From an optimization exercise on the open Yosys and OpenROAD flow, aimed at small area; shortcuts taken in it are not production practice.
Function was checked by simulation only, so behaviour that the tests miss may differ from the original.
The clock port is modelled as an ideal driver; clocking choices that lean on that would not hold on a real chip.
Power figures rest on the tool's default switching activity, not on a simulated workload.

==> flow/design.v <==
`default_nettype none
package battle_pkg;
	typedef logic [7:0] coord_t;  
	typedef logic [2:0] colour_t;  
	typedef logic [4:0] fuel_t;
	typedef logic [3:0] jump_t;
	typedef enum logic [2:0] {
		CLEAR,
		PAINT_MAP,
		DRAW_TANKS,
		WAIT_FRAME,
		ERASE,
		STEP,
		DRAW
	} painter_state_t;
endpackage
`default_nettype wire
`timescale 1ns/10ps
`default_nettype none
module battle_top
#(
	parameter int FRAME_PERIOD = 1000
) (
	input logic clock,
	input logic rst,
	input logic [3:0] key,
	output battle_pkg::coord_t pix_x,
	output battle_pkg::coord_t pix_y,
	output battle_pkg::colour_t pix_colour,
	output logic plot,
	output battle_pkg::fuel_t fuel,
	output logic turn
);
	logic [1:0] mode;  
	logic [14:0] q;
	logic [7:0] px;
	logic [6:0] py;
	logic [10:0] c;
	logic [3:0] jump_st;
	assign px = q[7:0];
	assign py = q[14:8];
	assign c = q[10:0];
	assign jump_st = q[14:11];
	localparam logic [3:0] JUMP_TEN = 4'b0001;
	localparam logic [3:0] JUMP_ZERO = 4'b0111;  
	logic [15:0] q_inc;
	logic [14:0] q_nxt;
	logic [3:0] njump;
	logic screen_mode, row_wrap, screen_wrap, map_end, frame_wrap, first_jump;
	logic walk, erase_end;
	assign screen_mode = ~mode[1];
	assign q_inc = {1'b0, q} + 16'd1;
	assign row_wrap = (px == 8'd255);
	assign screen_wrap = q_inc[15];
	assign map_end = screen_wrap && (mode == 2'd1);
	assign frame_wrap = mode[1] && (c == 11'd2047);
	assign first_jump = (mode == 2'd2) && row_wrap && q[8];
	assign walk = mode[1] && c[10] && (c[9:8] == 2'd0) && !c[6];
	assign erase_end = walk && !c[7] && (c[5:0] == 6'd63);
	assign q_nxt = q_inc[14:0] |
		(screen_wrap ? 15'd8 << 8 : 15'd0) |  
		((screen_mode && row_wrap && !map_end) ? 15'd96 : 15'd0) |  
		(map_end ? 15'd1152 : 15'd0) |
		(erase_end ? 15'd59 : 15'd0) |
		(frame_wrap ? 15'd989 : 15'd0) |
		(first_jump ? 15'd330 : 15'd0);
	always_ff @(posedge clock) begin
		if (rst) begin
			mode <= 2'd0;
			q <= {7'd7, 8'd255};  
		end else begin
			q[14:11] <= screen_mode ? q_nxt[14:11] : njump;
			q[10:0] <= q_nxt[10:0];
			if (screen_mode) mode <= mode + {1'b0, screen_wrap};
			else if (first_jump) mode <= 2'd3;
		end
	end
	battle_pkg::coord_t a_x, a_y, b_x, b_y;
	logic upd, rot, hill_px, ground;
	assign upd = mode[1] && (c == 11'd1150);
	logic [4:0] sk;  
	logic [2:0] sx_hi;  
	logic [3:0] sy_hi;  
	assign sx_hi = {px[7] && px[6] && px[5], px[6] ^ px[5], !px[5]};
	assign sy_hi = py[6:3] - 4'd1;
	assign sk = {sx_hi[1:0], px[4:2]};
	assign hill_px = !sx_hi[2] && (
		sk == 5'd5 || sk == 5'd6 || sk == 5'd7 || sk == 5'd8 || sk == 5'd9 ||
		sk == 5'd15 || sk == 5'd16 || sk == 5'd17 || sk == 5'd18 || sk == 5'd19 ||
		sk == 5'd25 || sk == 5'd26 || sk == 5'd27 || sk == 5'd28 || sk == 5'd29);
	logic sy_gt_hill, sy_gt_flat;
	assign sy_gt_hill = (sy_hi > 4'd12) || (sy_hi == 4'd12 && py[2:0] > 3'd6);
	assign sy_gt_flat = (sy_hi == 4'd14) && py[2:1] == 2'b11;
	assign ground = hill_px ? sy_gt_hill : sy_gt_flat;
	battle_pkg::coord_t sum_x;
	logic [7:0] op_x;
	logic cin_x;
	battle_pkg::coord_t sum_y;
	logic [7:0] dy;
	always_comb begin
		if (screen_mode) begin
			pix_x = {sx_hi, px[4:0]};
			pix_y = {1'b0, sy_hi, py[2:0]};
			plot = mode[0] || (py[6:3] != 4'd0);
			pix_colour = (mode[0] && ground) ? 3'b111 : 3'b000;
		end else begin
			pix_x = sum_x;
			pix_y = sum_y;
			plot = walk;
			pix_colour = !c[7] ? 3'b000 : (c[5] ? 3'b001 : 3'b010);
		end
	end
	battle_pkg::coord_t nx;
	logic jump_step_ok, stand, fall, rise, go_right, go_left, move_ok;
	logic hill_here, hill_right, hill_left;
	logic fire_key, right_key, left_key, jump_key;
	assign fire_key = ~key[0];
	assign right_key = ~key[1];
	assign left_key = ~key[2];
	assign jump_key = ~key[3];
	assign move_ok = upd && !fire_key && (fuel != 5'd0);
	logic [5:0] ak;
	logic hk_this, hk_next;
	assign ak = a_x[7:2];
	assign hk_this =
		ak == 6'd9 || ak == 6'd10 || ak == 6'd11 || ak == 6'd12 || ak == 6'd13 ||
		ak == 6'd19 || ak == 6'd20 || ak == 6'd21 || ak == 6'd22 || ak == 6'd23 ||
		ak == 6'd29 || ak == 6'd30 || ak == 6'd31 || ak == 6'd32 || ak == 6'd33;
	assign hk_next =
		ak == 6'd8 || ak == 6'd9 || ak == 6'd10 || ak == 6'd11 || ak == 6'd12 ||
		ak == 6'd18 || ak == 6'd19 || ak == 6'd20 || ak == 6'd21 || ak == 6'd22 ||
		ak == 6'd28 || ak == 6'd29 || ak == 6'd30 || ak == 6'd31 || ak == 6'd32;
	assign hill_left = hk_this;
	assign hill_here = (a_x[1:0] == 2'd3) ? hk_next : hk_this;
	assign hill_right = a_x[1] ? hk_next : hk_this;
	function automatic logic le_const(input logic [7:0] v, input logic [7:0] k);
		le_const = 1'b1;
		for (int i = 0; i < 8; i++)
			le_const = k[i] ? (!v[i] || le_const) : (!v[i] && le_const);
	endfunction
	logic y_le_hill, y_le_flat, y_eq_hill, y_eq_flat, on_ground, above_ground;
	assign y_le_hill = le_const(a_y, 8'd102);
	assign y_le_flat = le_const(a_y, 8'd117);
	assign y_eq_hill = (a_y == 8'd102);
	assign y_eq_flat = (a_y == 8'd117);
	assign on_ground = hill_here ? y_eq_hill : y_eq_flat;
	assign above_ground = (hill_here ? y_le_hill : y_le_flat) && !on_ground;
	always_comb begin
		stand = !jump_key && on_ground;
		fall = (!jump_key || jump_st == JUMP_ZERO) && above_ground;
		rise = jump_key && (jump_st != JUMP_ZERO);
		njump = jump_st;
		if (upd) begin
			if (fire_key) njump = JUMP_TEN;
			else if (fuel != 5'd0) begin
				if (stand) njump = JUMP_TEN;
				else if (fall) njump = JUMP_ZERO;
				else if (rise) njump = {jump_st[2:0], jump_st[3] ^ jump_st[2]};
			end
		end
		go_right = right_key && (a_x != 8'd159) && (hill_right ? y_le_hill : y_le_flat);
		go_left = !go_right && left_key && (a_x != 8'd15) && (hill_left ? y_le_hill : y_le_flat);
	end
	logic dx_on, dx_neg;
	assign dx_on = move_ok && (go_right || go_left);
	assign dx_neg = move_ok && go_left;
	always_comb begin
		if (walk) begin
			op_x = {4'hf, c[3:0]};
			cin_x = 1'b1;
		end else begin
			op_x = {8{dx_neg}};
			cin_x = dx_on && !dx_neg;
		end
	end
	assign sum_x = a_x + op_x + {7'd0, cin_x};
	assign nx = sum_x;
	always_comb begin
		if (walk) dy = c[4] ? 8'd0 : 8'hff;
		else if (move_ok && rise) dy = 8'hff;
		else if (move_ok && fall) dy = 8'd1;
		else dy = 8'd0;
	end
	assign sum_y = a_y + dy;
	assign rot = screen_mode ||
		(walk && c[4:0] == 5'd31) ||
		(mode[1] && c == 11'd1149 && turn) ||
		(upd && !fire_key) ||
		(mode[1] && c == 11'd1151 && !turn);
	always_ff @(posedge clock) begin
		if (rot) begin
			a_x <= b_x;
			a_y <= b_y;
			if (screen_mode) begin
				b_x <= px[0] ? 8'd76 + 8'd15 : 8'd5 + 8'd15;
				b_y <= 8'd110;
			end else begin
				b_x <= nx;
				b_y <= sum_y;
			end
		end
	end
	always_ff @(posedge clock) begin
		if (rst) begin
			turn <= 1'b0;
			fuel <= 5'd30;
		end else if (upd) begin
			if (fire_key) begin
				turn <= ~turn;
				fuel <= 5'd30;
			end else if (fuel != 5'd0) begin
				if (go_right || go_left || rise) fuel <= fuel - 5'd1;
			end
		end
	end
endmodule
`default_nettype wire
==> flow/flow/run.sh <==
#!/bin/bash
# Own layout flow:
#  1. the standard synthesis (standard.sh synth), unchanged;
#  2. the logic between its registers remapped by Yosys/ABC for area
#     (remap.ys with each of remap_*.abc; the smallest result is kept);
#     every register keeps its cell and its name;
#  3. the standard layout (standard.sh) of that netlist, given to ORFS
#     as SYNTH_NETLIST_FILES, with two changes:
#     - the port buffers are sky130_fd_sc_hd__buf_1: each port drives or is
#       driven by one cell, so a larger buffer is not needed;
#     - clock tree synthesis inserts no dummy loads, and a clock buffer
#       whose flip-flop clock pins see a slew over 100 ps is upsized
#       (post_cts.tcl, run as ORFS's POST_CTS_TCL hook).
# Logs: make_synth.log and synth_orfs/ (step 1), yosys_remap_*.log (step 2),
# make.log and orfs/logs (step 3), all in this folder.
set -euo pipefail
work=$(pwd)
plat=$FLOW_PLATFORM
lib=$FLOW_HOME/platforms/$plat/lib/sky130_fd_sc_hd__tt_025C_1v80.lib
dontuse=""
for c in probe_p_8 probec_p_8 lpflow_bleeder_1 lpflow_clkbufkapwr_1 lpflow_clkbufkapwr_16 \
	lpflow_clkbufkapwr_2 lpflow_clkbufkapwr_4 lpflow_clkbufkapwr_8 lpflow_clkinvkapwr_1 \
	lpflow_clkinvkapwr_16 lpflow_clkinvkapwr_2 lpflow_clkinvkapwr_4 lpflow_clkinvkapwr_8 \
	lpflow_decapkapwr_12 lpflow_decapkapwr_3 lpflow_decapkapwr_4 lpflow_decapkapwr_6 \
	lpflow_decapkapwr_8 lpflow_inputiso0n_1 lpflow_inputiso0p_1 lpflow_inputiso1n_1 \
	lpflow_inputiso1p_1 lpflow_inputisolatch_1 lpflow_isobufsrc_1 lpflow_isobufsrc_16 \
	lpflow_isobufsrc_2 lpflow_isobufsrc_4 lpflow_isobufsrc_8 lpflow_isobufsrckapwr_16 \
	lpflow_lsbuf_lh_hl_isowell_tap_1 lpflow_lsbuf_lh_hl_isowell_tap_2 \
	lpflow_lsbuf_lh_hl_isowell_tap_4 lpflow_lsbuf_lh_isowell_4 lpflow_lsbuf_lh_isowell_tap_1 \
	lpflow_lsbuf_lh_isowell_tap_2 lpflow_lsbuf_lh_isowell_tap_4; do
	dontuse="$dontuse -dont_use sky130_fd_sc_hd__$c"
done

# 1. standard synthesis
bash standard.sh synth > make_synth.log 2>&1
cp orfs/results/$plat/battle_top/base/1_2_yosys.v std_synth.v
mv orfs synth_orfs

# 2. remap the logic
# each script in its own Yosys run, four at a time; &deepsyn runs stop
# after a set time
for script in flow/remap_*.abc; do
	name=$(basename $script .abc)
	sed -e "s|@LIB@|$lib|g" -e "s|@TOP@|$FLOW_TOP|g" -e "s|@WORK@|$work|g" \
		-e "s|@DONTUSE@|$dontuse|g" -e "s|@ABC@|$work/$script|g" \
		-e "s|@OUT@|$work/$name.v|g" flow/remap.ys > ${name}_run.ys
	( yosys -l yosys_$name.log ${name}_run.ys > /dev/null 2>&1 && touch $name.ok ) &
	while (( $(jobs -rp | wc -l) >= 4 )); do sleep 1; done
done
wait
best=""
best_area=""
for script in flow/remap_*.abc; do
	name=$(basename $script .abc)
	if [[ -f $name.ok ]]; then
		area=$(grep 'Chip area' yosys_$name.log | tail -1 | awk '{print $NF}')
		echo "$name: $area" >> remap_areas.txt
		if [[ -z "$best" ]] || awk "BEGIN { exit !($area < $best_area) }"; then
			best=$name
			best_area=$area
		fi
	fi
done
[[ -n "$best" ]]
echo "kept: $best" >> remap_areas.txt
cp $best.v remap.v

# 3. layout
export SYNTH_NETLIST_FILES=$work/remap.v
export BUFFER_PORTS_ARGS="-buffer_cell sky130_fd_sc_hd__buf_1"
export CTS_ARGS="-sink_clustering_enable -repair_clock_nets -buf_list sky130_fd_sc_hd__clkbuf_8 -sink_clustering_size 60 -sink_clustering_max_diameter 300 -dont_use_dummy_load"
export POST_CTS_TCL=$work/flow/post_cts.tcl
bash standard.sh > make.log 2>&1
==> flow/flow/post_cts.tcl <==
# Upsizes each clock tree buffer whose flip-flop clock pins see a slew over
# 100 ps (placement estimate) to sky130_fd_sc_hd__clkbuf_16, then legalizes.
estimate_parasitics -placement
set changed 0
foreach inst [get_cells *] {
  set m [get_property $inst ref_name]
  if {![string match "sky130_fd_sc_hd__clkbuf_*" $m] || $m eq "sky130_fd_sc_hd__clkbuf_16"} { continue }
  set out [get_pins -of_objects $inst -filter "direction == output"]
  set net [get_nets -of_objects $out]
  set worst 0
  foreach p [get_pins -of_objects $net -filter "direction == input"] {
    if {[string match "*/CLK" [get_full_name $p]]} {
      set s [get_property $p slew_max]
      if {$s > $worst} { set worst $s }
    }
  }
  if {$worst > 0.100} {
    puts "post_cts: [get_full_name $inst] $m clock pin slew $worst ns, now sky130_fd_sc_hd__clkbuf_16"
    replace_cell $inst sky130_fd_sc_hd__clkbuf_16
    incr changed
  }
}
if {$changed > 0} {
  detailed_placement
  estimate_parasitics -placement
}
==> flow/flow/remap.ys <==
# Remaps the logic between the registers of the standard synthesis for
# area. The registers stay as they are: same cells, same instance names.
read_liberty -ignore_miss_func @LIB@
read_verilog @WORK@/std_synth.v
hierarchy -top @TOP@
setattr -mod -set keep_hierarchy 1 sky130_fd_sc_hd__df* sky130_fd_sc_hd__edf* sky130_fd_sc_hd__sdf* sky130_fd_sc_hd__sedf* sky130_fd_sc_hd__dl*
flatten
opt_clean -purge
blackbox sky130_fd_sc_hd__*
read_liberty -lib -nooverwrite -ignore_miss_func @LIB@
abc -script @ABC@ -liberty @LIB@ @DONTUSE@ @TOP@
opt_clean -purge
splitnets
setundef -zero
hilomap -singleton -hicell sky130_fd_sc_hd__conb_1 HI -locell sky130_fd_sc_hd__conb_1 LO
insbuf -buf sky130_fd_sc_hd__buf_4 A X
opt_clean -purge
hierarchy -top @TOP@
check -assert -mapped
stat -liberty @LIB@
write_verilog -noattr -nohex -nodec @OUT@
==> flow/flow/remap_ds0.abc <==
strash
ifraig
&get -n
&deepsyn -T 40 -S 0
&put
dch -f
amap -F 3
strash
dch -f
amap -F 3
topo
stime -c
==> flow/flow/remap_ds11.abc <==
strash
ifraig
&get -n
&deepsyn -T 40 -S 11
&put
dch -f
amap -F 3
strash
dch -f
amap -F 3
topo
stime -c
==> flow/flow/remap_ds3.abc <==
strash
ifraig
&get -n
&deepsyn -T 40 -S 3
&put
dch -f
amap -F 3
strash
dch -f
amap -F 3
topo
stime -c
==> flow/flow/remap_ds42.abc <==
strash
ifraig
&get -n
&deepsyn -T 40 -S 42
&put
dch -f
amap -F 3
strash
dch -f
amap -F 3
topo
stime -c
==> flow/flow/remap_g5.abc <==
strash
ifraig
balance -l
resub -K 6 -l
rewrite -l
resub -K 6 -N 2 -l
refactor -l
resub -K 8 -l
balance -l
resub -K 8 -N 2 -l
rewrite -l
resub -K 10 -l
rewrite -z -l
resub -K 10 -N 2 -l
balance -l
resub -K 12 -l
refactor -z -l
resub -K 12 -N 2 -l
rewrite -z -l
balance -l
dch -f
amap -F 3
strash
dch -f
amap -F 3
topo
stime -c
==> flow/flow/remap_h3.abc <==
strash
ifraig
balance -l
resub -K 6 -l
rewrite -l
resub -K 6 -N 2 -l
refactor -l
resub -K 8 -l
balance -l
resub -K 8 -N 2 -l
rewrite -l
resub -K 10 -l
rewrite -z -l
resub -K 10 -N 2 -l
balance -l
resub -K 12 -l
refactor -z -l
resub -K 12 -N 2 -l
rewrite -z -l
balance -l
dch -f
amap -F 3 -m
strash
dch -f
amap -F 3 -m
topo
stime -c
==> flow/standard.sh <==
#!/bin/bash
# synth_recipe.tcl (not shown) runs the flow's synth.tcl, then flattens the netlist and writes it again
# the make line also repeats each setting of config.mk as NAME=value (left out here)
make -C /OpenROAD-flow-scripts/flow DESIGN_CONFIG=/design/flow/config.mk WORK_HOME=/design/flow/orfs CLKGATE_MAP_FILE= SYNTH_SCRIPT=/design/flow/synth_recipe.tcl "${@:-finish}"
==> flow/config.mk <==
export PLATFORM = sky130hd
export DESIGN_NAME = battle_top
export DESIGN_NICKNAME = battle_top
export VERILOG_FILES = /design/flow/design.v
export SDC_FILE = /design/flow/constraint.sdc
export NUM_CORES = 4
export LEC_CHECK = 0
export CAP_MARGIN = 20
export CORE_MARGIN = 2
export CORE_UTILIZATION = 40
export SLEW_MARGIN = 20
==> flow/constraint.sdc <==
create_clock -name core_clock -period 10.0 [get_ports {clock}]
set_input_delay 2.0000 -clock core_clock [delete_from_list [all_inputs] [get_ports {clock}]]
set_output_delay 2.0000 -clock core_clock [all_outputs]
set_load 0.01 [all_outputs]
==> flow_summary.html, run 1 <==
<table>
<tr><th>Metric</th><th>Value</th></tr>
<tr><th colspan="2">Routing</th></tr>
<tr><td>Post-DR wirelength/cell</td><td>15.12 um</td></tr>
<tr><td>Number of vias after detailed routing</td><td>approximately 2800</td></tr>
<tr><td>Post-detailed-route count of antenna-violating nets</td><td>0</td></tr>
<tr><td>DR pass1 iterations</td><td>4</td></tr>
<tr><td>Final wirelength</td><td>7668 um</td></tr>
<tr><td># DRC</td><td>0</td></tr>
<tr><td>Mean number of vias per cell</td><td>5.450</td></tr>
<tr><td>DRC marker count from the first detailed-route iteration</td><td>~210</td></tr>
<tr><th colspan="2">Worst setup path</th></tr>
<tr><td>Critical path buffers and inverters</td><td>6</td></tr>
<tr><td>Most used cell, CP</td><td>nor2_1</td></tr>
<tr><td>Maximum cell stage delay along the critical path</td><td>between 200 and 300 ps</td></tr>
<tr><td>Kind of start point of the critical path</td><td>primary input</td></tr>
<tr><td>Highest-delay cell along the critical path</td><td>a31oi_1</td></tr>
<tr><td>Data arrival time of the critical path</td><td>6260 ps</td></tr>
<tr><td>Worst path top cell family by delay</td><td>compound AO/OA/AOI/OAI gates</td></tr>
<tr><td>Crit path capture type</td><td>primary output</td></tr>
<tr><td>Required arrival time at the worst endpoint</td><td>8000 ps</td></tr>
<tr><td>Category of the most critical setup path</td><td>in -&gt; out</td></tr>
<tr><td>Largest fanout of any net on the critical path</td><td>4</td></tr>
<tr><th colspan="2">Timing</th></tr>
<tr><td>Largest clock skew in the final design</td><td>24.40 ps</td></tr>
<tr><td>Final number of setup-violating endpoints</td><td>0</td></tr>
<tr><td>Worst setup margin</td><td>between 1500 and 2000 ps</td></tr>
<tr><td>Post-layout minimum cycle time</td><td>roughly 8300 ps</td></tr>
<tr><td>Share of the clock period used by the worst path</td><td>0.8263</td></tr>
<tr><td>Normalized max-slew margin</td><td>0.3375</td></tr>
<tr><td>Slew Limit Fails</td><td>0</td></tr>
<tr><td>Hold violation total from the final report</td><td>0</td></tr>
<tr><td>Peak clock frequency supported by timing</td><td>roughly 120 MHz</td></tr>
<tr><td>RSZ-0062 raised after global routing</td><td>no</td></tr>
<tr><td>Tightest Pin Transition</td><td>approximately 970 ps</td></tr>
<tr><td>Final sum of negative setup slack</td><td>0 ps</td></tr>
<tr><th colspan="2">Floorplan</th></tr>
<tr><td>Die X-Extent</td><td>between 90 and 100 um</td></tr>
<tr><td>Die height</td><td>roughly 93 um</td></tr>
<tr><td>Number of I/O pins</td><td>32</td></tr>
<tr><td>Row cnt</td><td>32</td></tr>
<tr><td>Die area</td><td>~8600 um^2</td></tr>
<tr><td>Core footprint</td><td>approximately 7700 um^2</td></tr>
<tr><td>Initial cell density of the core</td><td>0.4115</td></tr>
<tr><th colspan="2">Cells and area</th></tr>
<tr><td>Final-layout fill cell count</td><td>802</td></tr>
<tr><td>Post-route design area</td><td>3363 um^2</td></tr>
<tr><td>Share of layout cells above drive strength 1</td><td>0.02222</td></tr>
<tr><td>Area overhead of the layout relative to synthesis</td><td>6.329%</td></tr>
<tr><td>Number of diodes added for antenna fixing</td><td>0</td></tr>
<tr><td>Utilization after layout</td><td>0.4375</td></tr>
<tr><td>Number of nets at the end of the flow</td><td>approximately 410</td></tr>
<tr><th colspan="2">Run</th></tr>
<tr><td>Max-cap violations</td><td>0</td></tr>
<tr><th colspan="2">Placed design</th></tr>
<tr><td>Final RePlAce weighted congestion</td><td>about 0.89</td></tr>
<tr><td>Setup slack at placement</td><td>1805 ps</td></tr>
<tr><td>Hpwl dp</td><td>just under 6000 um</td></tr>
<tr><td>Number of buffers added on ports</td><td>31</td></tr>
<tr><td>Total cell area at the placement stage</td><td>around 3300 um^2</td></tr>
<tr><th colspan="2">Clock network</th></tr>
<tr><td>TritonCTS clock tree</td><td>yes</td></tr>
<tr><td>Sinks on the clock net</td><td>55</td></tr>
<tr><td>Clock-pin slew on the worst setup and hold paths</td><td>approximately 100 ps</td></tr>
<tr><td>Clock latency at the later pin of the worst-skew pair</td><td>approximately 310 ps</td></tr>
<tr><th colspan="2">Global routing</th></tr>
<tr><td>Largest net degree at the start of global routing</td><td>33</td></tr>
<tr><td>Aggregate global-route resource usage</td><td>0.1878</td></tr>
<tr><td>Via count of the first global-routing pass</td><td>2629</td></tr>
<tr><td>Global-route wire length before repair</td><td>12930 um</td></tr>
<tr><td>Global route total overflow</td><td>0</td></tr>
<tr><td>Initial antenna violation count</td><td>0</td></tr>
<tr><th colspan="2">Synthesis</th></tr>
<tr><td>Mapped Nets</td><td>397</td></tr>
<tr><td>Yosys warning count</td><td>0</td></tr>
<tr><td>Syn avg cell area</td><td>around 8 um^2</td></tr>
<tr><td>Total standard cell area after synthesis</td><td>3163 um^2</td></tr>
<tr><td>Number of instances in the synthesized netlist</td><td>a little under 400</td></tr>
<tr><th colspan="2">Pwr</th></tr>
<tr><td>P_leak</td><td>0.001107 uW</td></tr>
<tr><td>VDD IR max</td><td>around 0.00007 V</td></tr>
<tr><td>Power density over the cells</td><td>roughly 140 nW/um^2</td></tr>
<tr><td>Final total power</td><td>approximately 470 uW</td></tr>
<tr><th colspan="2">Worst hold path</th></tr>
<tr><td>Class of the tightest hold or removal check</td><td>reg -&gt; reg</td></tr>
<tr><th colspan="2">Run status</th></tr>
<tr><td>Result of the run</td><td>complete, no violations</td></tr>
</table>
## cell usage in the layout (no fill, tap or decap), types with 5 or more instances in the layout
| master | count |
|---|---|
| a21oi_1 | 19 |
| a31oi_1 | 11 |
| buf_1 | 31 |
| clkinv_1 | 54 |
| dfxtp_1 | 23 |
| edfxtp_1 | 32 |
| nand2_1 | 36 |
| nand3_1 | 14 |
| nor2_1 | 60 |
| nor3_1 | 14 |
| o21a_1 | 10 |
| o21ai_0 | 36 |
| o22ai_1 | 7 |
| or2_0 | 5 |
## metrics by stage
step / cells / hold WS, ps
final: 507 / 398.0
after global routing: 507 / 411.3
after detailed placement: 501 / 404.5
after global placement: 501 / 400.2
after floorplan: 391 / 388.1
## flip-flops by register name, indices dropped and copies added, names as in the netlist
| name | count |
|---|---|
| a_y | 8 |
| a_x | 8 |
| b_y | 8 |
| q | 15 |
| turn | 1 |
| fuel | 5 |
| mode | 2 |
| b_x | 8 |
## where the power goes
group	switching, uW	internal (uW)	total (uW)	leakage [uW]
Combinational	53.9	29.0	82.9	0.000558
Clock	69.2	54.1	123	0.0000411
Sequential	13.4	248	261	0.000508
## final timing paths
path,from,cells after the start,end,slack (ps)
hold reg to reg,b_y[0],0,a_y[0],400
setup / recovery,key[0],30,pix_x[7],1740
hold / removal,b_y[0],0,a_y[0],400
setup reg to reg,mode[1],31,b_x[6],4660
## layer usage
layer | vias up | global-route usage | share of wire
li1 | 1411 | - | -
met1 | 1280 | 0.2629 | 0.48
met2 | 64 | 0.3056 | 0.46
met3 | 8 | 0.03092 | 0.043
met4 | 0 | 0.04167 | 0.010
met5 | - | 0 | 0
## layout make-up
type	instances	area, um^2	area share
clock buffer	5	80.08	0.02381
inverter	54	202.7	0.06027
multi-input combinational	257	1373	0.4081
sequential	55	1421	0.4226
tap	102	127.6	0.03795
timing repair buffer	34	158.9	0.04725
==> inputs of run 2 (changes only) <==
--- a/flow/design.v
+++ b/flow/design.v
@@ -31,7 +31,8 @@
 	output battle_pkg::fuel_t fuel,
 	output logic turn
 );
-	logic [1:0] mode;  
+	logic [1:0] mode;
+	logic first_frame;  
 	logic [14:0] q;
 	logic [7:0] px;
 	logic [6:0] py;
@@ -41,6 +42,13 @@
 	assign py = q[14:8];
 	assign c = q[10:0];
 	assign jump_st = q[14:11];
+	logic fire_key, right_key, left_key, jump_key;
+	logic upd;  
+	assign fire_key = ~key[0];
+	assign right_key = ~key[1];
+	assign left_key = ~key[2];
+	assign jump_key = ~key[3];
+	assign upd = mode[1] && (c == 11'd1150);
 	localparam logic [3:0] JUMP_TEN = 4'b0001;
 	localparam logic [3:0] JUMP_ZERO = 4'b0111;  
 	logic [15:0] q_inc;
@@ -54,11 +62,12 @@
 	assign screen_wrap = q_inc[15];
 	assign map_end = screen_wrap && (mode == 2'd1);
 	assign frame_wrap = mode[1] && (c == 11'd2047);
-	assign first_jump = (mode == 2'd2) && row_wrap && q[8];
+	assign first_frame = mode[1] && (jump_st == 4'b0000);
+	assign first_jump = first_frame && row_wrap && q[8];
 	assign walk = mode[1] && c[10] && (c[9:8] == 2'd0) && !c[6];
 	assign erase_end = walk && !c[7] && (c[5:0] == 6'd63);
 	assign q_nxt = q_inc[14:0] |
-		(screen_wrap ? 15'd8 << 8 : 15'd0) |  
+		((screen_wrap && !map_end) ? 15'd8 << 8 : 15'd0) |  
 		((screen_mode && row_wrap && !map_end) ? 15'd96 : 15'd0) |  
 		(map_end ? 15'd1152 : 15'd0) |
 		(erase_end ? 15'd59 : 15'd0) |
@@ -72,12 +81,11 @@
 			q[14:11] <= screen_mode ? q_nxt[14:11] : njump;
 			q[10:0] <= q_nxt[10:0];
 			if (screen_mode) mode <= mode + {1'b0, screen_wrap};
-			else if (first_jump) mode <= 2'd3;
+			else if (upd && fire_key) mode[0] <= ~mode[0];  
 		end
 	end
 	battle_pkg::coord_t a_x, a_y, b_x, b_y;
-	logic upd, rot, hill_px, ground;
-	assign upd = mode[1] && (c == 11'd1150);
+	logic rot, hill_px, ground;
 	logic [4:0] sk;  
 	logic [2:0] sx_hi;  
 	logic [3:0] sy_hi;  
@@ -113,11 +121,6 @@
 	battle_pkg::coord_t nx;
 	logic jump_step_ok, stand, fall, rise, go_right, go_left, move_ok;
 	logic hill_here, hill_right, hill_left;
-	logic fire_key, right_key, left_key, jump_key;
-	assign fire_key = ~key[0];
-	assign right_key = ~key[1];
-	assign left_key = ~key[2];
-	assign jump_key = ~key[3];
 	assign move_ok = upd && !fire_key && (fuel != 5'd0);
 	logic [5:0] ak;
 	logic hk_this, hk_next;
@@ -150,6 +153,7 @@
 		fall = (!jump_key || jump_st == JUMP_ZERO) && above_ground;
 		rise = jump_key && (jump_st != JUMP_ZERO);
 		njump = jump_st;
+		if (first_jump) njump = JUMP_TEN;
 		if (upd) begin
 			if (fire_key) njump = JUMP_TEN;
 			else if (fuel != 5'd0) begin
@@ -200,13 +204,12 @@
 			end
 		end
 	end
+	assign turn = mode[1] && mode[0];
 	always_ff @(posedge clock) begin
 		if (rst) begin
-			turn <= 1'b0;
 			fuel <= 5'd30;
 		end else if (upd) begin
 			if (fire_key) begin
-				turn <= ~turn;
 				fuel <= 5'd30;
 			end else if (fuel != 5'd0) begin
 				if (go_right || go_left || rise) fuel <= fuel - 5'd1;
--- a/flow/config.mk
+++ b/flow/config.mk
@@ -7,5 +7,5 @@
 export LEC_CHECK = 0
 export CAP_MARGIN = 20
 export CORE_MARGIN = 2
-export CORE_UTILIZATION = 40
+export CORE_UTILIZATION = 70
 export SLEW_MARGIN = 20
==> flow_summary.html, run 2 <==
<table>
<tr><th>Metric</th><th>Value</th></tr>
<tr><th colspan="2">Routing</th></tr>
<tr><td>DRC marker count from the first detailed-route iteration</td><td>342 (was 205)</td></tr>
<tr><td>Final wirelength</td><td>7404 um (was 7668 um)</td></tr>
<tr><td>Post-DR wirelength/cell</td><td>16.34 um (was 15.12 um)</td></tr>
<tr><td>Number of vias after detailed routing</td><td>2891 (was 2763)</td></tr>
<tr><td>DR pass1 iterations</td><td>6 (was 4)</td></tr>
<tr><td>Post-detailed-route count of antenna-violating nets</td><td>0 (unchanged)</td></tr>
<tr><td>Mean number of vias per cell</td><td>6.382 (was 5.450)</td></tr>
<tr><td># DRC</td><td>0 (unchanged)</td></tr>
<tr><th colspan="2">Pwr</th></tr>
<tr><td>Net switching power</td><td>136.7 uW (was 136.5 uW)</td></tr>
<tr><td>Fraction of power consumed by sequential logic</td><td>0.561 (was 0.559)</td></tr>
<tr><td>Clock group share of total power</td><td>0.239 (was 0.264)</td></tr>
<tr><td>P_leak</td><td>0.001078 uW (was 0.001107 uW)</td></tr>
<tr><td>Power density over the cells</td><td>142.4 nW/um^2 (was 139.0 nW/um^2)</td></tr>
<tr><td>Combinational share of power</td><td>0.201 (was 0.177)</td></tr>
<tr><td>Internal power contribution</td><td>322.2 uW (was 331.0 uW)</td></tr>
<tr><td>Switching share of power</td><td>0.2978 (was 0.2920)</td></tr>
<tr><td>Final total power</td><td>458.9 uW (was 467.5 uW)</td></tr>
<tr><td>VDD IR max</td><td>0.00009961 V (was 0.00006820 V)</td></tr>
<tr><th colspan="2">Timing</th></tr>
<tr><td>Final number of setup-violating endpoints</td><td>0 (unchanged)</td></tr>
<tr><td>Largest clock skew in the final design</td><td>24.31 ps (was 24.40 ps)</td></tr>
<tr><td>Share of the clock period used by the worst path</td><td>0.7696 (was 0.8263)</td></tr>
<tr><td>Peak clock frequency supported by timing</td><td>129.9 MHz (was 121.0 MHz)</td></tr>
<tr><td>RSZ-0062 raised after global routing</td><td>no (unchanged)</td></tr>
<tr><td>Post-layout minimum cycle time</td><td>7696 ps (was 8263 ps)</td></tr>
<tr><td>Normalized max-slew margin</td><td>0.2863 (was 0.3375)</td></tr>
<tr><td>Hold violation total from the final report</td><td>0 (unchanged)</td></tr>
<tr><td>Tightest Pin Transition</td><td>1070 ps (was 968.8 ps)</td></tr>
<tr><td>Slew Limit Fails</td><td>0 (unchanged)</td></tr>
<tr><td>Final sum of negative setup slack</td><td>0 ps (unchanged)</td></tr>
<tr><th colspan="2">Placed design</th></tr>
<tr><td>Final RePlAce weighted congestion</td><td>1.033 (was 0.8858)</td></tr>
<tr><td>Total cell area at the placement stage</td><td>3153 um^2 (was 3256 um^2)</td></tr>
<tr><td>Hpwl dp</td><td>5612 um (was 5818 um)</td></tr>
<tr><td>Number of buffers added on ports</td><td>31 (unchanged)</td></tr>
<tr><th colspan="2">Clock network</th></tr>
<tr><td>Clock-pin slew on the worst setup and hold paths</td><td>70 ps (was 100 ps)</td></tr>
<tr><td>Sinks on the clock net</td><td>54 (was 55)</td></tr>
<tr><td>TritonCTS clock tree</td><td>yes (unchanged)</td></tr>
<tr><td>Clock latency at the later pin of the worst-skew pair</td><td>310 ps (about the same)</td></tr>
<tr><th colspan="2">Worst setup path</th></tr>
<tr><td>Highest-delay cell along the critical path</td><td>a21oi_1 (was a31oi_1)</td></tr>
<tr><td>Required arrival time at the worst endpoint</td><td>8000 ps (about the same)</td></tr>
<tr><td>Destination of the worst register-to-register timing path</td><td>b_y[7] (was b_x[6])</td></tr>
<tr><td>Largest fanout of any net on the critical path</td><td>4 (unchanged)</td></tr>
<tr><td>Reg-to-Reg Start</td><td>q[5] (was mode[1])</td></tr>
<tr><td>Timing startpoint of the critical path</td><td>key[0] (unchanged)</td></tr>
<tr><td>Kind of start point of the critical path</td><td>primary input (unchanged)</td></tr>
<tr><td>Crit path capture type</td><td>primary output (unchanged)</td></tr>
<tr><td>Maximum cell stage delay along the critical path</td><td>340 ps (was 260 ps)</td></tr>
<tr><td>Series of cell instances along the critical path</td><td>buf_1 &gt; nand2b_1 &gt; a21oi_1 &gt; clkinv_1 &gt; nor2_1 &gt; clkinv_1 &gt; o21ai_0 &gt; clkinv_1 &gt; o21ai_0 &gt; clkinv_1 &gt; nor2_1 &gt; clkinv_1 &gt; nor2_1 &gt; nand2_1 &gt; nor2_1 &gt; nand2_1 &gt; nand2_1 &gt; nand2_1 &gt; nor3_1 &gt; nand2_1 &gt; o21ai_0 &gt; o21a_1 &gt; buf_1</td></tr>
<tr><td>Category of the most critical setup path</td><td>in -&gt; out (unchanged)</td></tr>
<tr><td>Worst setup slack for register-to-register paths</td><td>4800 ps (was 4660 ps)</td></tr>
<tr><td>Data arrival time of the critical path</td><td>5700 ps (was 6260 ps)</td></tr>
<tr><td>Length in cells of the worst reg-to-reg path</td><td>25 (was 31)</td></tr>
<tr><th colspan="2">Cells and area</th></tr>
<tr><td>Area overhead of the layout relative to synthesis</td><td>2.918% (was 6.329%)</td></tr>
<tr><td>Number of diodes added for antenna fixing</td><td>0 (unchanged)</td></tr>
<tr><td>Register with the highest flop count</td><td>q (unchanged)</td></tr>
<tr><td>Flip-flop count of the largest register after layout</td><td>15 (unchanged)</td></tr>
<tr><td>Post-route design area</td><td>3222 um^2 (was 3363 um^2)</td></tr>
<tr><td>Commonest cells after routing, fill and taps aside</td><td>nor2_1 (70), clkinv_1 (58), o21ai_0 (34) (was nor2_1 (60), clkinv_1 (54), nand2_1 (36), o21ai_0 (36), edfxtp_1 (32))</td></tr>
<tr><td>Final-layout fill cell count</td><td>314 (was 802)</td></tr>
<tr><td>Number of nets at the end of the flow</td><td>409 (was 413)</td></tr>
<tr><td>Area taken by multi-input logic gates</td><td>1345 um^2 (was 1373 um^2)</td></tr>
<tr><td>Share of layout cells above drive strength 1</td><td>0.01746 (was 0.02222)</td></tr>
<tr><td>Total area of sequential cells</td><td>1401 um^2 (was 1421 um^2)</td></tr>
<tr><td>Most frequent standard cell in the layout excluding fill and tap cells</td><td>nor2_1 (unchanged)</td></tr>
<tr><th colspan="2">Synthesis</th></tr>
<tr><td>Total standard cell area after synthesis</td><td>3131 um^2 (was 3163 um^2)</td></tr>
<tr><td>Number of instances in the synthesized netlist</td><td>389 (was 391)</td></tr>
<tr><td>Syn avg cell area</td><td>8.048 um^2 (was 8.090 um^2)</td></tr>
<tr><td>Mapped Nets</td><td>395 (was 397)</td></tr>
<tr><td>Yosys warning count</td><td>0 (unchanged)</td></tr>
<tr><th colspan="2">Global routing</th></tr>
<tr><td>Via count of the first global-routing pass</td><td>2639 (was 2629)</td></tr>
<tr><td>Global-route wire length before repair</td><td>12170 um (was 12930 um)</td></tr>
<tr><td>Global route total overflow</td><td>0 (unchanged)</td></tr>
<tr><td>Initial antenna violation count</td><td>0 (unchanged)</td></tr>
<tr><td>Largest net degree at the start of global routing</td><td>33 (unchanged)</td></tr>
<tr><td>Aggregate global-route resource usage</td><td>0.3058 (was 0.1878)</td></tr>
<tr><th colspan="2">Run</th></tr>
<tr><td>Max-cap violations</td><td>0 (unchanged)</td></tr>
<tr><th colspan="2">Floorplan</th></tr>
<tr><td>Die height</td><td>70.88 um (was 92.93 um)</td></tr>
<tr><td>Core footprint</td><td>4324 um^2 (was 7687 um^2)</td></tr>
<tr><td>Initial cell density of the core</td><td>0.7240 (was 0.4115)</td></tr>
<tr><td>Die X-Extent</td><td>70.88 um (was 92.93 um)</td></tr>
<tr><td>Row cnt</td><td>24 (was 32)</td></tr>
<tr><td>Die area</td><td>5023 um^2 (was 8635 um^2)</td></tr>
<tr><td>Number of I/O pins</td><td>32 (unchanged)</td></tr>
<tr><th colspan="2">Worst hold path</th></tr>
<tr><td>WHS Endpoint</td><td>a_x[3] (was a_y[0])</td></tr>
<tr><td>Class of the tightest hold or removal check</td><td>reg -&gt; reg (unchanged)</td></tr>
<tr><td>Worst Hold Path Cells</td><td>0 (unchanged)</td></tr>
<tr><td>Hold Startpoint</td><td>b_x[3] (was b_y[0])</td></tr>
<tr><th colspan="2">Run status</th></tr>
<tr><td>Result of the run</td><td>complete, no violations (unchanged)</td></tr>
</table>
## run 2: cell type report
class,count,share of cell area
sequential,54,0.4350
clock buffer,5,0.02136
multi-input combinational,252,0.4175
tap,52,0.02019
timing repair buffer,32,0.03845
inverter,58,0.06757
## run 2: power by group through the flow
stage | registers (uW) | logic, uW | clock network [uW]
2_1_floorplan | 258 | 80.2 | 0
3_3_place_gp | 262 | 88.1 | 0
6_report | 257 | 92.1 | 109
5_1_grt | 259 | 102 | 117
3_5_place_dp | 262 | 90.6 | 0
## run 2: worst max path at each step
stage,end,cells after the start
2_1_floorplan,pix_x[7],18
3_3_place_gp,pix_y[6],23
3_5_place_dp,pix_y[6],23
5_1_grt,pix_y[6],26
6_report,pix_y[6],23
## run 2: critical path, delay by kind of cell
| kind | cells | cell delay [ps] |
|---|---|---|
| buffers and inverters | 7 | 1010 |
| AOI/OAI and AO/OA | 5 | 1080 |
| and+or+nand+nor | 11 | 1610 |
## run 2: metal layers
layer  up-vias  routed length, um  track usage
li1       1388                  -            -
met1      1290               3087       0.4185
met5         -                  0            0
met4         0                225       0.1279
met2       181               3468       0.4870
met3        32                622      0.04986
## run 2: metrics by stage
| stage | instances | setup slack (ps) | utilization | hold WS, ps |
|---|---|---|---|---|
| after floorplan | 389 | 3309 | - | 400.3 |
| after detailed placement | 448 | 2428 | 0.7292 | 404.5 |
| final | 453 | 2304 | 0.7451 | 421.5 |
| after global placement | 448 | 2535 | 0.7292 | 400.8 |
| after global routing | 453 | 1698 | 0.7451 | 431.2 |
==> inputs of run 3 (changes only) <==
--- a/flow/config.mk
+++ b/flow/config.mk
@@ -7,5 +7,5 @@
 export LEC_CHECK = 0
 export CAP_MARGIN = 20
 export CORE_MARGIN = 2
-export CORE_UTILIZATION = 70
+export CORE_UTILIZATION = 40
 export SLEW_MARGIN = 20
==> flow_summary.html, run 3 <==
<table>
<tr><th>Metric</th><th>Value</th></tr>
<tr><th colspan="2">Routing</th></tr>
<tr><td>Number of vias after detailed routing</td><td>2737 (was 2891)</td></tr>
<tr><td>DRC marker count from the first detailed-route iteration</td><td>121 (was 342)</td></tr>
<tr><td># DRC</td><td>0 (unchanged)</td></tr>
<tr><td>Post-DR wirelength/cell</td><td>15.02 um (was 16.34 um)</td></tr>
<tr><td>Mean number of vias per cell</td><td>5.398 (was 6.382)</td></tr>
<tr><td>Post-detailed-route count of antenna-violating nets</td><td>0 (unchanged)</td></tr>
<tr><td>Final wirelength</td><td>7616 um (was 7404 um)</td></tr>
<tr><td>DR pass1 iterations</td><td>5 (was 6)</td></tr>
<tr><th colspan="2">Worst setup path</th></tr>
<tr><td>Largest fanout of any net on the critical path</td><td>4 (unchanged)</td></tr>
<tr><td>Required arrival time at the worst endpoint</td><td>8000 ps (about the same)</td></tr>
<tr><td>Data arrival time of the critical path</td><td>6550 ps (was 5700 ps)</td></tr>
<tr><td>Kind of start point of the critical path</td><td>primary input (unchanged)</td></tr>
<tr><td>Crit path capture type</td><td>primary output (unchanged)</td></tr>
<tr><td>Category of the most critical setup path</td><td>in -&gt; out (unchanged)</td></tr>
<tr><th colspan="2">Timing</th></tr>
<tr><td>Hold violation total from the final report</td><td>0 (unchanged)</td></tr>
<tr><td>Peak clock frequency supported by timing</td><td>116.9 MHz (was 129.9 MHz)</td></tr>
<tr><td>Slew Limit Fails</td><td>0 (unchanged)</td></tr>
<tr><td>Share of the clock period used by the worst path</td><td>0.8551 (was 0.7696)</td></tr>
<tr><td>Final number of setup-violating endpoints</td><td>0 (unchanged)</td></tr>
<tr><td>Tightest Pin Transition</td><td>934.1 ps (was 1070 ps)</td></tr>
<tr><td>RSZ-0062 raised after global routing</td><td>no (unchanged)</td></tr>
<tr><td>Largest clock skew in the final design</td><td>17.11 ps (was 24.31 ps)</td></tr>
<tr><td>Final sum of negative setup slack</td><td>0 ps (unchanged)</td></tr>
<tr><td>Worst setup margin</td><td>1449 ps (was 2304 ps)</td></tr>
<tr><td>Normalized max-slew margin</td><td>0.3715 (was 0.2863)</td></tr>
<tr><td>Post-layout minimum cycle time</td><td>8551 ps (was 7696 ps)</td></tr>
<tr><td>Worst hold slack after final layout</td><td>416.1 ps (was 421.5 ps)</td></tr>
<tr><th colspan="2">Synthesis</th></tr>
<tr><td>Syn avg cell area</td><td>7.987 um^2 (was 8.048 um^2)</td></tr>
<tr><td>Yosys warning count</td><td>0 (unchanged)</td></tr>
<tr><td>Number of instances in the synthesized netlist</td><td>391 (was 389)</td></tr>
<tr><td>Mapped Nets</td><td>397 (was 395)</td></tr>
<tr><td>Total standard cell area after synthesis</td><td>3123 um^2 (was 3131 um^2)</td></tr>
<tr><th colspan="2">Placed design</th></tr>
<tr><td>Hpwl dp</td><td>5667 um (was 5612 um)</td></tr>
<tr><td>Final RePlAce weighted congestion</td><td>0.9270 (was 1.033)</td></tr>
<tr><td>Setup slack at placement</td><td>1587 ps (was 2428 ps)</td></tr>
<tr><td>Number of buffers added on ports</td><td>31 (unchanged)</td></tr>
<tr><td>Cell Count Post-Placement</td><td>502 (was 448)</td></tr>
<tr><th colspan="2">Pwr</th></tr>
<tr><td>P_leak</td><td>0.001104 uW (was 0.001078 uW)</td></tr>
<tr><td>Net switching power</td><td>139.1 uW (was 136.7 uW)</td></tr>
<tr><td>Power density over the cells</td><td>142.5 nW/um^2 (was 142.4 nW/um^2)</td></tr>
<tr><td>Switching share of power</td><td>0.2971 (was 0.2978)</td></tr>
<tr><td>Fraction of power consumed by sequential logic</td><td>0.550 (was 0.561)</td></tr>
<tr><td>VDD IR max</td><td>0.00006303 V (was 0.00009961 V)</td></tr>
<tr><td>Clock group share of total power</td><td>0.265 (was 0.239)</td></tr>
<tr><td>Combinational share of power</td><td>0.185 (was 0.201)</td></tr>
<tr><td>Internal power contribution</td><td>329.0 uW (was 322.2 uW)</td></tr>
<tr><th colspan="2">Run</th></tr>
<tr><td>Max-cap violations</td><td>0 (unchanged)</td></tr>
<tr><th colspan="2">Floorplan</th></tr>
<tr><td>Core footprint</td><td>7647 um^2 (was 4324 um^2)</td></tr>
<tr><td>Die area</td><td>8530 um^2 (was 5023 um^2)</td></tr>
<tr><td>Number of I/O pins</td><td>32 (unchanged)</td></tr>
<tr><td>Initial cell density of the core</td><td>0.4084 (was 0.7240)</td></tr>
<tr><td>Row cnt</td><td>32 (was 24)</td></tr>
<tr><td>Die height</td><td>92.36 um (was 70.88 um)</td></tr>
<tr><td>Die X-Extent</td><td>92.36 um (was 70.88 um)</td></tr>
<tr><th colspan="2">Cells and area</th></tr>
<tr><td>Number of diodes added for antenna fixing</td><td>0 (unchanged)</td></tr>
<tr><td>Register with the highest flop count</td><td>q (unchanged)</td></tr>
<tr><td>Commonest cells after routing, fill and taps aside</td><td>nor2_1 (75), clkinv_1 (47), o21ai_0 (35) (was nor2_1 (70), clkinv_1 (58), o21ai_0 (34))</td></tr>
<tr><td>Flip-flop count of the largest register after layout</td><td>15 (unchanged)</td></tr>
<tr><td>Final non-filler cell total</td><td>507 (was 453)</td></tr>
<tr><td>Number of nets at the end of the flow</td><td>413 (was 409)</td></tr>
<tr><td>Most frequent standard cell in the layout excluding fill and tap cells</td><td>nor2_1 (unchanged)</td></tr>
<tr><td>Area overhead of the layout relative to synthesis</td><td>5.208% (was 2.918%)</td></tr>
<tr><td>Final-layout fill cell count</td><td>762 (was 314)</td></tr>
<tr><td>Share of layout cells above drive strength 1</td><td>0.01975 (was 0.01746)</td></tr>
<tr><th colspan="2">Global routing</th></tr>
<tr><td>Initial antenna violation count</td><td>0 (unchanged)</td></tr>
<tr><td>Global route total overflow</td><td>0 (unchanged)</td></tr>
<tr><td>Aggregate global-route resource usage</td><td>0.1867 (was 0.3058)</td></tr>
<tr><td>Met1 Resource Use GR</td><td>0.2598 (was 0.4185)</td></tr>
<tr><td>Global-route wire length before repair</td><td>12560 um (was 12170 um)</td></tr>
<tr><td>Largest net degree at the start of global routing</td><td>33 (unchanged)</td></tr>
<tr><td>Met2 Resource Use GR</td><td>0.2859 (was 0.4870)</td></tr>
<tr><td>Met3 track demand over resource</td><td>0.04150 (was 0.04986)</td></tr>
<tr><td>Global routing's busiest layer</td><td>met2 (unchanged)</td></tr>
<tr><td>Via count of the first global-routing pass</td><td>2503 (was 2639)</td></tr>
<tr><th colspan="2">Worst hold path</th></tr>
<tr><td>Class of the tightest hold or removal check</td><td>reg -&gt; reg (unchanged)</td></tr>
<tr><th colspan="2">Clock network</th></tr>
<tr><td>TritonCTS clock tree</td><td>yes (unchanged)</td></tr>
<tr><td>Clock-pin slew on the worst setup and hold paths</td><td>90 ps (was 70 ps)</td></tr>
<tr><td>Sinks on the clock net</td><td>54 (unchanged)</td></tr>
<tr><td>Clock latency at the later pin of the worst-skew pair</td><td>320 ps (was 310 ps)</td></tr>
<tr><th colspan="2">Run status</th></tr>
<tr><td>Result of the run</td><td>complete, no violations (unchanged)</td></tr>
</table>
## run 3: worst max-delay path, cell delays in order
cell	delay (ps)
buf_1	80
a2111oi_0	570
a31oi_1	230
o31ai_1	130
o21ai_0	160
nand2_1	110
nand2_1	50
nor2_1	130
a21oi_1	50
a31oi_1	200
clkinv_1	110
o21ai_0	230
nor2_1	100
o21a_1	190
a21oi_1	160
o21ai_0	180
o21ai_0	460
o22ai_1	200
clkinv_1	90
o221ai_1	150
nor3_1	240
nor2_1	70
a211oi_1	320
o21bai_1	170
buf_1	170
## run 3: worst paths after layout
path              startpoint       end  slack, ps  depth (start not counted)
setup / recovery      key[2]  pix_x[7]       1450                         25
hold / removal        b_x[3]    a_x[3]        420                          0
setup reg to reg        q[4]    b_x[6]       4140                         29
hold reg to reg       b_x[3]    a_x[3]        420                          0
## run 3: final cells by class
type                    instances  area (um^2)  share of cell area
clock buffers                   5        80.08             0.02437
inverters                      47        176.4             0.05369
multi-input cells             265         1361              0.4143
flip-flops and latches         54         1401              0.4265
well taps                     102        127.6             0.03884
repair buffers                 34        138.9             0.04227
## run 3: per-stage QoR
stage	power, uW	instance area, um^2	util
after floorplan	334.2	3123	-
after global routing	491.6	3286	0.4296
final	468.1	3286	0.4296
after global placement	347.8	3206	0.4192
after detailed placement	348.3	3206	0.4192
## run 3: layer usage
layer	vias to the layer above	share of wire
met5	-	0
met1	1237	0.48
met3	16	0.056
met2	86	0.44
li1	1398	-
met4	0	0.022
## run 3: power groups by stage
stage	combinational, uW	clock [uW]	sequential [uW]
after detailed placement	86.2	0	262
after global routing	98.4	134	259
after floorplan	76.6	0	258
final	86.7	124	257
after global placement	86.1	0	262
==> inputs of run 4 (changes only) <==
==> flow/config.mk (replaced) <==
export PLATFORM = sky130hd
export DESIGN_NAME = battle_top
export DESIGN_NICKNAME = battle_top
export VERILOG_FILES = /design/flow/design.v
export SDC_FILE = /design/flow/constraint.sdc
export NUM_CORES = 4
export LEC_CHECK = 0
export CAP_MARGIN = 0
export CORE_MARGIN = 2
export CORE_UTILIZATION = 60
export SLEW_MARGIN = 0
==> flow_summary.html, run 4 <==
<table>
<tr><th>Metric</th><th>Value</th></tr>
<tr><th colspan="2">Global routing</th></tr>
<tr><td>Via count of the first global-routing pass</td><td>2503 (unchanged)</td></tr>
<tr><td>Global routing's busiest layer</td><td>met2 (unchanged)</td></tr>
<tr><td>Global route total overflow</td><td>0 (unchanged)</td></tr>
<tr><td>Global-route wire length before repair</td><td>12380 um (was 12560 um)</td></tr>
<tr><td>Aggregate global-route resource usage</td><td>0.2657 (was 0.1867)</td></tr>
<tr><td>Met3 track demand over resource</td><td>0.03673 (was 0.04150)</td></tr>
<tr><td>Initial antenna violation count</td><td>0 (unchanged)</td></tr>
<tr><td>Met2 Resource Use GR</td><td>0.4115 (was 0.2859)</td></tr>
<tr><td>Met1 Resource Use GR</td><td>0.3882 (was 0.2598)</td></tr>
<tr><td>Largest net degree at the start of global routing</td><td>33 (unchanged)</td></tr>
<tr><th colspan="2">Cells and area</th></tr>
<tr><td>Commonest cells after routing, fill and taps aside</td><td>nor2_1 (70), clkinv_1 (58), o21ai_0 (34) (was nor2_1 (75), clkinv_1 (47), o21ai_0 (35))</td></tr>
<tr><td>Number of diodes added for antenna fixing</td><td>0 (unchanged)</td></tr>
<tr><td>Register with the highest flop count</td><td>q (unchanged)</td></tr>
<tr><td>Number of nets at the end of the flow</td><td>409 (was 413)</td></tr>
<tr><td>Final-layout fill cell count</td><td>467 (was 762)</td></tr>
<tr><td>Area overhead of the layout relative to synthesis</td><td>3.997% (was 5.208%)</td></tr>
<tr><td>Share of layout cells above drive strength 1</td><td>0.01746 (was 0.01975)</td></tr>
<tr><td>Most frequent standard cell in the layout excluding fill and tap cells</td><td>nor2_1 (unchanged)</td></tr>
<tr><td>Flip-flop count of the largest register after layout</td><td>15 (unchanged)</td></tr>
<tr><th colspan="2">Timing</th></tr>
<tr><td>Post-layout minimum cycle time</td><td>7632 ps (was 8551 ps)</td></tr>
<tr><td>Hold violation total from the final report</td><td>0 (unchanged)</td></tr>
<tr><td>Peak clock frequency supported by timing</td><td>131.0 MHz (was 116.9 MHz)</td></tr>
<tr><td>RSZ-0062 raised after global routing</td><td>no (unchanged)</td></tr>
<tr><td>Final number of setup-violating endpoints</td><td>0 (unchanged)</td></tr>
<tr><td>Tightest Pin Transition</td><td>1044 ps (was 934.1 ps)</td></tr>
<tr><td>Slew Limit Fails</td><td>0 (unchanged)</td></tr>
<tr><td>Normalized max-slew margin</td><td>0.3043 (was 0.3715)</td></tr>
<tr><td>Largest clock skew in the final design</td><td>24.60 ps (was 17.11 ps)</td></tr>
<tr><td>Final sum of negative setup slack</td><td>0 ps (unchanged)</td></tr>
<tr><td>Share of the clock period used by the worst path</td><td>0.7632 (was 0.8551)</td></tr>
<tr><th colspan="2">Floorplan</th></tr>
<tr><td>Die height</td><td>76.23 um (was 92.36 um)</td></tr>
<tr><td>Number of I/O pins</td><td>32 (unchanged)</td></tr>
<tr><td>Core footprint</td><td>5075 um^2 (was 7647 um^2)</td></tr>
<tr><td>Initial cell density of the core</td><td>0.6169 (was 0.4084)</td></tr>
<tr><td>Die area</td><td>5811 um^2 (was 8530 um^2)</td></tr>
<tr><td>Die X-Extent</td><td>76.23 um (was 92.36 um)</td></tr>
<tr><td>Row cnt</td><td>26 (was 32)</td></tr>
<tr><th colspan="2">Routing</th></tr>
<tr><td># DRC</td><td>0 (unchanged)</td></tr>
<tr><td>DR pass1 iterations</td><td>5 (unchanged)</td></tr>
<tr><td>Post-detailed-route count of antenna-violating nets</td><td>0 (unchanged)</td></tr>
<tr><td>Number of vias after detailed routing</td><td>2803 (was 2737)</td></tr>
<tr><td>Mean number of vias per cell</td><td>5.951 (was 5.398)</td></tr>
<tr><td>Final wirelength</td><td>7400 um (was 7616 um)</td></tr>
<tr><td>DRC marker count from the first detailed-route iteration</td><td>251 (was 121)</td></tr>
<tr><td>Post-DR wirelength/cell</td><td>15.71 um (was 15.02 um)</td></tr>
<tr><th colspan="2">Worst setup path</th></tr>
<tr><td>Category of the most critical setup path</td><td>in -&gt; out (unchanged)</td></tr>
<tr><td>Largest fanout of any net on the critical path</td><td>4 (unchanged)</td></tr>
<tr><td>Kind of start point of the critical path</td><td>primary input (unchanged)</td></tr>
<tr><td>Length in cells of the worst reg-to-reg path</td><td>25 (was 29)</td></tr>
<tr><td>Crit path capture type</td><td>primary output (unchanged)</td></tr>
<tr><td>Data arrival time of the critical path</td><td>5630 ps (was 6550 ps)</td></tr>
<tr><td>Required arrival time at the worst endpoint</td><td>8000 ps (about the same)</td></tr>
<tr><th colspan="2">Pwr</th></tr>
<tr><td>Final total power</td><td>470.3 uW (was 468.1 uW)</td></tr>
<tr><td>Power density over the cells</td><td>144.5 nW/um^2 (was 142.5 nW/um^2)</td></tr>
<tr><td>P_leak</td><td>0.001083 uW (was 0.001104 uW)</td></tr>
<tr><td>VDD IR max</td><td>0.00009827 V (was 0.00006303 V)</td></tr>
<tr><th colspan="2">Clock network</th></tr>
<tr><td>Clock-pin slew on the worst setup and hold paths</td><td>70 ps (was 90 ps)</td></tr>
<tr><td>Sinks on the clock net</td><td>54 (unchanged)</td></tr>
<tr><td>Clock latency at the later pin of the worst-skew pair</td><td>320 ps (about the same)</td></tr>
<tr><td>TritonCTS clock tree</td><td>yes (unchanged)</td></tr>
<tr><th colspan="2">Worst hold path</th></tr>
<tr><td>Worst Hold Path Cells</td><td>0 (unchanged)</td></tr>
<tr><td>Class of the tightest hold or removal check</td><td>reg -&gt; reg (unchanged)</td></tr>
<tr><th colspan="2">Placed design</th></tr>
<tr><td>Number of buffers added on ports</td><td>31 (unchanged)</td></tr>
<tr><td>Final RePlAce weighted congestion</td><td>1.002 (was 0.9270)</td></tr>
<tr><td>Hpwl dp</td><td>5527 um (was 5667 um)</td></tr>
<tr><th colspan="2">Synthesis</th></tr>
<tr><td>Yosys warning count</td><td>0 (unchanged)</td></tr>
<tr><td>Syn avg cell area</td><td>8.048 um^2 (was 7.987 um^2)</td></tr>
<tr><td>Mapped Nets</td><td>395 (was 397)</td></tr>
<tr><td>Total standard cell area after synthesis</td><td>3131 um^2 (was 3123 um^2)</td></tr>
<tr><td>Number of instances in the synthesized netlist</td><td>389 (was 391)</td></tr>
<tr><th colspan="2">Run</th></tr>
<tr><td>Max-cap violations</td><td>0 (unchanged)</td></tr>
<tr><th colspan="2">Run status</th></tr>
<tr><td>Result of the run</td><td>complete, no violations (unchanged)</td></tr>
</table>
[run 4: cell type report]
type	count	area, um^2	area share
sequential	54	1401	0.4304
clock buffer	5	80.08	0.02460
timing repair buffer	32	123.9	0.03805
tap	70	87.58	0.02690
multi-input combinational	252	1345	0.4131
inverter	58	217.7	0.06687
[run 4: final timing paths]
check / startpoint / slack (ps) / to
hold reg to reg: b_y[4] / 420 / a_y[4]
setup reg to reg: q[5] / 4870 / b_y[7]
hold / removal: b_y[4] / 420 / a_y[4]
setup / recovery: key[0] / 2370 / pix_y[6]
[run 4: routing by layer]
metal,vias to the layer above,share of wire
met2,113,0.44
met5,-,0
met1,1292,0.48
li1,1384,-
met3,14,0.062
met4,0,0.016
[run 4: per-stage QoR]
step             util  instances  instance area [um^2]  setup WS (ps)  hold WS, ps
3_3_place_gp   0.6257        466                  3176           2490        400.6
3_5_place_dp   0.6257        466                  3176           2426        405.2
6_report       0.6415        471                  3256           2368        422.8
5_1_grt        0.6415        471                  3256           1707        434.3
2_1_floorplan       -        389                  3131           3309        400.3
[run 4: worst max-delay path: stages]
cell and delay [ps]:
buf_1 140, nand2b_1 160, a21oi_1 350, clkinv_1 160
nor2_1 230, clkinv_1 180, o21ai_0 220, clkinv_1 150
o21ai_0 140, clkinv_1 160, nor2_1 150, clkinv_1 100
nor2_1 170, nand2_1 100, nor2_1 180, nand2_1 70
nand2_1 90, nand2_1 70, nor3_1 210, nand2_1 120
o21ai_0 130, o21a_1 180, buf_1 150
[run 4: report_power, final]
| group | switching (uW) | internal (uW) |
|---|---|---|
| Clock | 67.0 | 54.0 |
| Sequential | 12.2 | 245 |
| Combinational | 60.2 | 31.7 |
==> inputs of run 5 (changes only) <==
--- a/flow/design.v
+++ b/flow/design.v
@@ -119,7 +119,7 @@
 		end
 	end
 	battle_pkg::coord_t nx;
-	logic jump_step_ok, stand, fall, rise, go_right, go_left, move_ok;
+	logic stand, fall, rise, go_right, go_left, move_ok;
 	logic hill_here, hill_right, hill_left;
 	assign move_ok = upd && !fire_key && (fuel != 5'd0);
 	logic [5:0] ak;
==> flow/config.mk (replaced) <==
export PLATFORM = sky130hd
export DESIGN_NAME = battle_top
export DESIGN_NICKNAME = battle_top
export VERILOG_FILES = /design/flow/design.v
export SDC_FILE = /design/flow/constraint.sdc
export NUM_CORES = 4
export LEC_CHECK = 0
export CAP_MARGIN = 20
export CORE_MARGIN = 2
export CORE_UTILIZATION = 40
export SLEW_MARGIN = 20
==> flow_summary.html, run 5 <==
<table>
<tr><th>Metric</th><th>Value</th></tr>
<tr><th colspan="2">Run status</th></tr>
<tr><td>Result of the run</td><td>complete, no violations (unchanged)</td></tr>
<tr><th colspan="2">Cells and area</th></tr>
<tr><td>Final non-filler cell total</td><td>504 (was 471)</td></tr>
<tr><td>Area overhead of the layout relative to synthesis</td><td>6.515% (was 3.997%)</td></tr>
<tr><td>Number of nets at the end of the flow</td><td>410 (was 409)</td></tr>
<tr><td>Commonest cells after routing, fill and taps aside</td><td>nor2_1 (70), clkinv_1 (58), o21ai_0 (34) (unchanged)</td></tr>
<tr><td>Share of layout cells above drive strength 1</td><td>0.01990 (was 0.01746)</td></tr>
<tr><td>Register with the highest flop count</td><td>q (unchanged)</td></tr>
<tr><td>Flip-flop count of the largest register after layout</td><td>15 (unchanged)</td></tr>
<tr><td>Number of diodes added for antenna fixing</td><td>0 (unchanged)</td></tr>
<tr><td>Utilization after layout</td><td>0.4360 (was 0.6415)</td></tr>
<tr><td>Most frequent standard cell in the layout excluding fill and tap cells</td><td>nor2_1 (unchanged)</td></tr>
<tr><th colspan="2">Routing</th></tr>
<tr><td># DRC</td><td>0 (unchanged)</td></tr>
<tr><td>Post-DR wirelength/cell</td><td>14.98 um (was 15.71 um)</td></tr>
<tr><td>DR pass1 iterations</td><td>5 (unchanged)</td></tr>
<tr><td>Number of vias after detailed routing</td><td>2790 (was 2803)</td></tr>
<tr><td>Post-detailed-route count of antenna-violating nets</td><td>0 (unchanged)</td></tr>
<tr><td>DRC marker count from the first detailed-route iteration</td><td>174 (was 251)</td></tr>
<tr><td>Final wirelength</td><td>7551 um (was 7400 um)</td></tr>
<tr><td>Mean number of vias per cell</td><td>5.536 (was 5.951)</td></tr>
<tr><th colspan="2">Timing</th></tr>
<tr><td>Slew Limit Fails</td><td>0 (unchanged)</td></tr>
<tr><td>Largest clock skew in the final design</td><td>15.37 ps (was 24.60 ps)</td></tr>
<tr><td>Normalized max-slew margin</td><td>0.4558 (was 0.3043)</td></tr>
<tr><td>Final sum of negative setup slack</td><td>0 ps (unchanged)</td></tr>
<tr><td>Post-layout minimum cycle time</td><td>7652 ps (was 7632 ps)</td></tr>
<tr><td>Worst hold slack after final layout</td><td>420.4 ps (was 422.8 ps)</td></tr>
<tr><td>Share of the clock period used by the worst path</td><td>0.7652 (was 0.7632)</td></tr>
<tr><td>RSZ-0062 raised after global routing</td><td>no (unchanged)</td></tr>
<tr><td>Peak clock frequency supported by timing</td><td>130.7 MHz (was 131.0 MHz)</td></tr>
<tr><td>Tightest Pin Transition</td><td>808.9 ps (was 1044 ps)</td></tr>
<tr><td>Final number of setup-violating endpoints</td><td>0 (unchanged)</td></tr>
<tr><td>Hold violation total from the final report</td><td>0 (unchanged)</td></tr>
<tr><th colspan="2">Global routing</th></tr>
<tr><td>Aggregate global-route resource usage</td><td>0.1842 (was 0.2657)</td></tr>
<tr><td>Via count of the first global-routing pass</td><td>2604 (was 2503)</td></tr>
<tr><td>Initial antenna violation count</td><td>0 (unchanged)</td></tr>
<tr><td>Global route total overflow</td><td>0 (unchanged)</td></tr>
<tr><td>Largest net degree at the start of global routing</td><td>33 (unchanged)</td></tr>
<tr><th colspan="2">Pwr</th></tr>
<tr><td>Power density over the cells</td><td>144.8 nW/um^2 (was 144.5 nW/um^2)</td></tr>
<tr><td>P_leak</td><td>0.001102 uW (was 0.001083 uW)</td></tr>
<tr><td>VDD IR max</td><td>0.00007407 V (was 0.00009827 V)</td></tr>
<tr><th colspan="2">Synthesis</th></tr>
<tr><td>Number of instances in the synthesized netlist</td><td>389 (unchanged)</td></tr>
<tr><td>Yosys warning count</td><td>0 (unchanged)</td></tr>
<tr><td>Syn avg cell area</td><td>8.048 um^2 (unchanged)</td></tr>
<tr><td>Total standard cell area after synthesis</td><td>3131 um^2 (unchanged)</td></tr>
<tr><td>Mapped Nets</td><td>395 (unchanged)</td></tr>
<tr><th colspan="2">Clock network</th></tr>
<tr><td>Sinks on the clock net</td><td>54 (unchanged)</td></tr>
<tr><td>TritonCTS clock tree</td><td>yes (unchanged)</td></tr>
<tr><td>Clock-pin slew on the worst setup and hold paths</td><td>70 ps (about the same)</td></tr>
<tr><th colspan="2">Floorplan</th></tr>
<tr><td>Initial cell density of the core</td><td>0.4094 (was 0.6169)</td></tr>
<tr><td>Number of I/O pins</td><td>32 (unchanged)</td></tr>
<tr><td>Row cnt</td><td>32 (was 26)</td></tr>
<tr><td>Die X-Extent</td><td>92.47 um (was 76.23 um)</td></tr>
<tr><td>Core footprint</td><td>7647 um^2 (was 5075 um^2)</td></tr>
<tr><td>Die height</td><td>92.47 um (was 76.23 um)</td></tr>
<tr><td>Die area</td><td>8550 um^2 (was 5811 um^2)</td></tr>
<tr><th colspan="2">Worst hold path</th></tr>
<tr><td>Class of the tightest hold or removal check</td><td>reg -&gt; reg (unchanged)</td></tr>
<tr><td>Hold Startpoint</td><td>b_y[6] (was b_y[4])</td></tr>
<tr><td>Worst Hold Path Cells</td><td>0 (unchanged)</td></tr>
<tr><td>WHS Endpoint</td><td>a_y[6] (was a_y[4])</td></tr>
<tr><th colspan="2">Placed design</th></tr>
<tr><td>Number of buffers added on ports</td><td>31 (unchanged)</td></tr>
<tr><td>Hpwl dp</td><td>5698 um (was 5527 um)</td></tr>
<tr><td>Final RePlAce weighted congestion</td><td>0.8916 (was 1.002)</td></tr>
<tr><th colspan="2">Run</th></tr>
<tr><td>Max-cap violations</td><td>0 (unchanged)</td></tr>
<tr><th colspan="2">Worst setup path</th></tr>
<tr><td>Largest fanout of any net on the critical path</td><td>4 (unchanged)</td></tr>
<tr><td>Required arrival time at the worst endpoint</td><td>8000 ps (about the same)</td></tr>
<tr><td>Length in cells of the worst reg-to-reg path</td><td>25 (unchanged)</td></tr>
<tr><td>Reg-to-Reg Start</td><td>q[5] (unchanged)</td></tr>
<tr><td>Kind of start point of the critical path</td><td>primary input (unchanged)</td></tr>
<tr><td>Destination of the worst register-to-register timing path</td><td>b_y[7] (unchanged)</td></tr>
<tr><td>Worst setup slack for register-to-register paths</td><td>4800 ps (was 4870 ps)</td></tr>
<tr><td>Data arrival time of the critical path</td><td>5650 ps (was 5630 ps)</td></tr>
<tr><td>Category of the most critical setup path</td><td>in -&gt; out (unchanged)</td></tr>
</table>
## run 5: changes by cell type in the layout (fill, tap and decap cells not counted), sizes merged
cell / previous run / this run
buf: 32 / 33
## run 5: how the worst max path moves through the flow
stage,start,to,slack [ps],cells past startpoint
floorplan,key[1],pix_x[7],3310,18
global placement,key[0],pix_y[6],2500,23
detailed placement,key[0],pix_y[6],2440,23
global route,q[5],pix_y[6],1690,26
finish,key[0],pix_y[6],2350,23
## run 5: metal layers
metal | wire length [um] | global-route usage | vias up
li1 | - | - | 1386
met1 | 3691 | 0.2571 | 1329
met2 | 3444 | 0.2999 | 70
met3 | 338 | 0.02522 | 5
met4 | 77 | 0.05100 | 0
met5 | 0 | 0 | -
## run 5: stage by stage
step	area [um^2]	worst slack [ps]	power, uW
after floorplan	3131	3309	338.5
after global placement	3216	2495	352.0
after detailed placement	3216	2444	353.0
after global routing	3334	1692	505.5
final	3334	2348	482.8
## run 5: final cells by class
class                   count  area, um^2
repair buffers             33       151.4
well taps                 102       127.6
fillers                   773        4313
clock buffers               5       91.34
inverters                  58       217.7
multi-input cells         252        1345
flip-flops and latches     54        1401
## run 5: power by group
part	switching, uW	internal [uW]
Clock	71.0	62.7
Sequential	12.5	245
Combinational	59.7	31.8
## run 5: critical path, stage by stage
cell	delay, ps
buf_1	110
nand2b_1	170
a21oi_1	330
clkinv_1	140
nor2_1	230
clkinv_1	180
o21ai_0	220
clkinv_1	160
o21ai_0	160
clkinv_1	160
nor2_1	150
clkinv_1	100
nor2_1	170
nand2_1	100
nor2_1	170
nand2_1	70
nand2_1	100
nand2_1	80
nor3_1	220
nand2_1	110
o21ai_0	150
o21a_1	210
buf_1	160
